This is an optimization exercise on Yosys and OpenROAD, whose aim is small area, not a production implementation. Only simulation tests tie the RTL to the original design; equivalence was not proved. Power is estimated from default activity; no workload was simulated.

## qr_frame_tx
module qr_frame_tx #(
   parameter int DATA_W     = qr_pkg::DATA_W,
   parameter int FRAME_LEN  = qr_pkg::FRAME_LEN,
   parameter int DEPTH      = 64,
   parameter int GAP_CYCLES = 8
) (
   input  logic                i_clk,
   input  logic                i_rst_n,
   input  logic                i_clr,
   input  logic                s_valid,
   input  logic [2*DATA_W-1:0] s_data,
   output logic                s_ready,
   output logic                o_trig,
   output logic [2*DATA_W-1:0] o_data,
   output logic                o_busy,
   output logic [15:0]         o_frame_cnt
);
   localparam int W  = 2*DATA_W;
   localparam int AW = $clog2(DEPTH);
   localparam int CW = AW + 1;
   localparam int PW = $clog2(FRAME_LEN + GAP_CYCLES + 1);
   localparam logic [PW-1:0] LAST_POP = PW'(FRAME_LEN - 2);
   localparam logic [PW-1:0] LAST_TRG = PW'(FRAME_LEN - 1);
   localparam logic [PW-1:0] LAST_PH  = PW'(FRAME_LEN + GAP_CYCLES - 1);
   logic [W-1:0]  mem [DEPTH];
   logic [CW-1:0] count;
   logic [AW-1:0] wr_ptr;
   logic [AW-1:0] rd_ptr;
   logic          busy;
   logic [PW-1:0] pcnt;
   logic          push;
   logic          pop;
   logic          frame_done;
   logic [DEPTH-1:0] rsel;
   logic [W-1:0]  rd_word;
   assign s_ready    = i_rst_n && (count != CW'(DEPTH)) && !i_clr;
   assign push       = s_valid && s_ready;
  ...
Size in the first run: about 3500 cells after synthesis, roughly 2100 flip-flops, about 87 I/O pins, roughly 0.074 mm^2 of cells after synthesis.
==> flow/config.mk <==
export PLATFORM = sky130hd
export DESIGN_NAME = qr_frame_tx
export DESIGN_NICKNAME = qr_frame_tx
export VERILOG_FILES = /design/flow/design.v
export SDC_FILE = /design/flow/constraint.sdc
export NUM_CORES = 4
export LEC_CHECK = 0
export CAP_MARGIN = 10
export CORE_MARGIN = 2
export CORE_UTILIZATION = 45
export CTS_BUF_LIST = sky130_fd_sc_hd__clkbuf_8
export CTS_CLUSTER_DIAMETER = 60
export CTS_CLUSTER_SIZE = 20
export PLACE_DENSITY = 0.7
export SLEW_MARGIN = 10
export SYNTH_HIERARCHICAL = 1
==> flow/constraint.sdc <==
create_clock -name core_clock -period 4.0 [get_ports {i_clk}]
set_input_delay 0.8000 -clock core_clock [delete_from_list [all_inputs] [get_ports {i_clk}]]
set_output_delay 0.8000 -clock core_clock [all_outputs]
set_load 0.01 [all_outputs]
standard.sh (not shown) runs the stock make flow with config.mk's settings and CLKGATE_MAP_FILE= SYNTH_SCRIPT=/design/flow/synth_recipe.tcl, a recipe that flattens the netlist after the stock synthesis.
==> flow/flow/run.sh <==
#!/bin/bash
set -euo pipefail
cd "$(dirname "$0")/.."
export CTS_ARGS="-sink_clustering_enable -repair_clock_nets -sink_clustering_size 20 -sink_clustering_max_diameter 60 -buf_list sky130_fd_sc_hd__clkbuf_8 -dont_use_dummy_load"
export BUFFER_PORTS_ARGS="-buffer_cell sky130_fd_sc_hd__buf_1"
bash standard.sh synth > synth.log 2>&1
bash standard.sh finish > layout.log 2>&1
test -f out/final.def
Change:
==> flow/run.sh (new file) <==
#!/bin/bash
# synth_recipe.tcl (not shown) runs the flow's synth.tcl, then flattens the netlist and writes it again
# the make line also repeats each setting of config.mk as NAME=value (left out here)
make -C /OpenROAD-flow-scripts/flow DESIGN_CONFIG=/design/flow/config.mk WORK_HOME=/design/flow/orfs CLKGATE_MAP_FILE= SYNTH_SCRIPT=/design/flow/synth_recipe.tcl finish
CORE_UTILIZATION = 50   (was 45)
PLACE_DENSITY = 0.65   (was 0.7)
removed: flow/flow/run.sh
removed: flow/standard.sh
After rerunning: The new run finished clean; via count is lower by 0.85%; clock-buffer cell count rises by 10; global-route usage went up by 2.7 points; first-iteration DRC count fell by 18%; clock power came out higher by about 20%; hold slack is worse by 0.020 ns; final area climbs by 1.4%; register-to-register slack loses 0.23 ns; synthesized area is unchanged.
Change:
CORE_UTILIZATION = 62   (was 50)
PLACE_DENSITY = 0.72   (was 0.65)
Effect:
- register-to-register slack gains 0.09 ns
- area after synthesis stays the same
- cell count goes down by 4.9%
Change:
CORE_UTILIZATION = 50   (was 62)
CTS_CLUSTER_DIAMETER = 50   (was 60)
CTS_CLUSTER_SIZE = 18   (was 20)
PLACE_DENSITY = 0.65   (was 0.72)
What happened: Setup slack degrades by 0.095 ns. First-iteration DRC count shrinks by 12%. Total power grows by 4.6%.

==> afterwards: timing with drivers on the ports <==
The results above use ideal ports. As a check the final layouts listed here were re-extracted and re-timed, cells and wires unchanged.
Step 1 sets driving cells, clkbuf_16 on the clock port and buf_2 on the other inputs (assumed; they add their load-dependent delay and slew).
Step 2 moves the port delays by t, midway between the first and last clock arrival at a register: inputs arrive t later, outputs are due t later. That takes back most of the time a late clock gives input paths.
a / b / c = ideal ports / drivers / drivers and shift; a / b = the first two.
run | t, ns | setup WS [ns] | hold WS [ns]
the first run | 0.980 | 0.354 / 0.354 / 0.011 | 0.333 / 0.310 / 0.498
the second run | 0.965 | 0.124 / 0.124 / -0.094 | 0.312 / 0.260 / 0.486
the third run | 0.954 | 0.216 / 0.216 / 0.216 | 0.332 / 0.286 / 0.493
the fourth run | 1.012 | 0.121 / 0.121 / -0.077 | 0.271 / 0.218 / 0.484
With both steps, setup timing fails in the second run and the fourth run, where it was met with ideal ports. For the first run, which loses most, drivers alone change the setup slack by 0.000 ns; drivers and shift together by -0.343 ns.
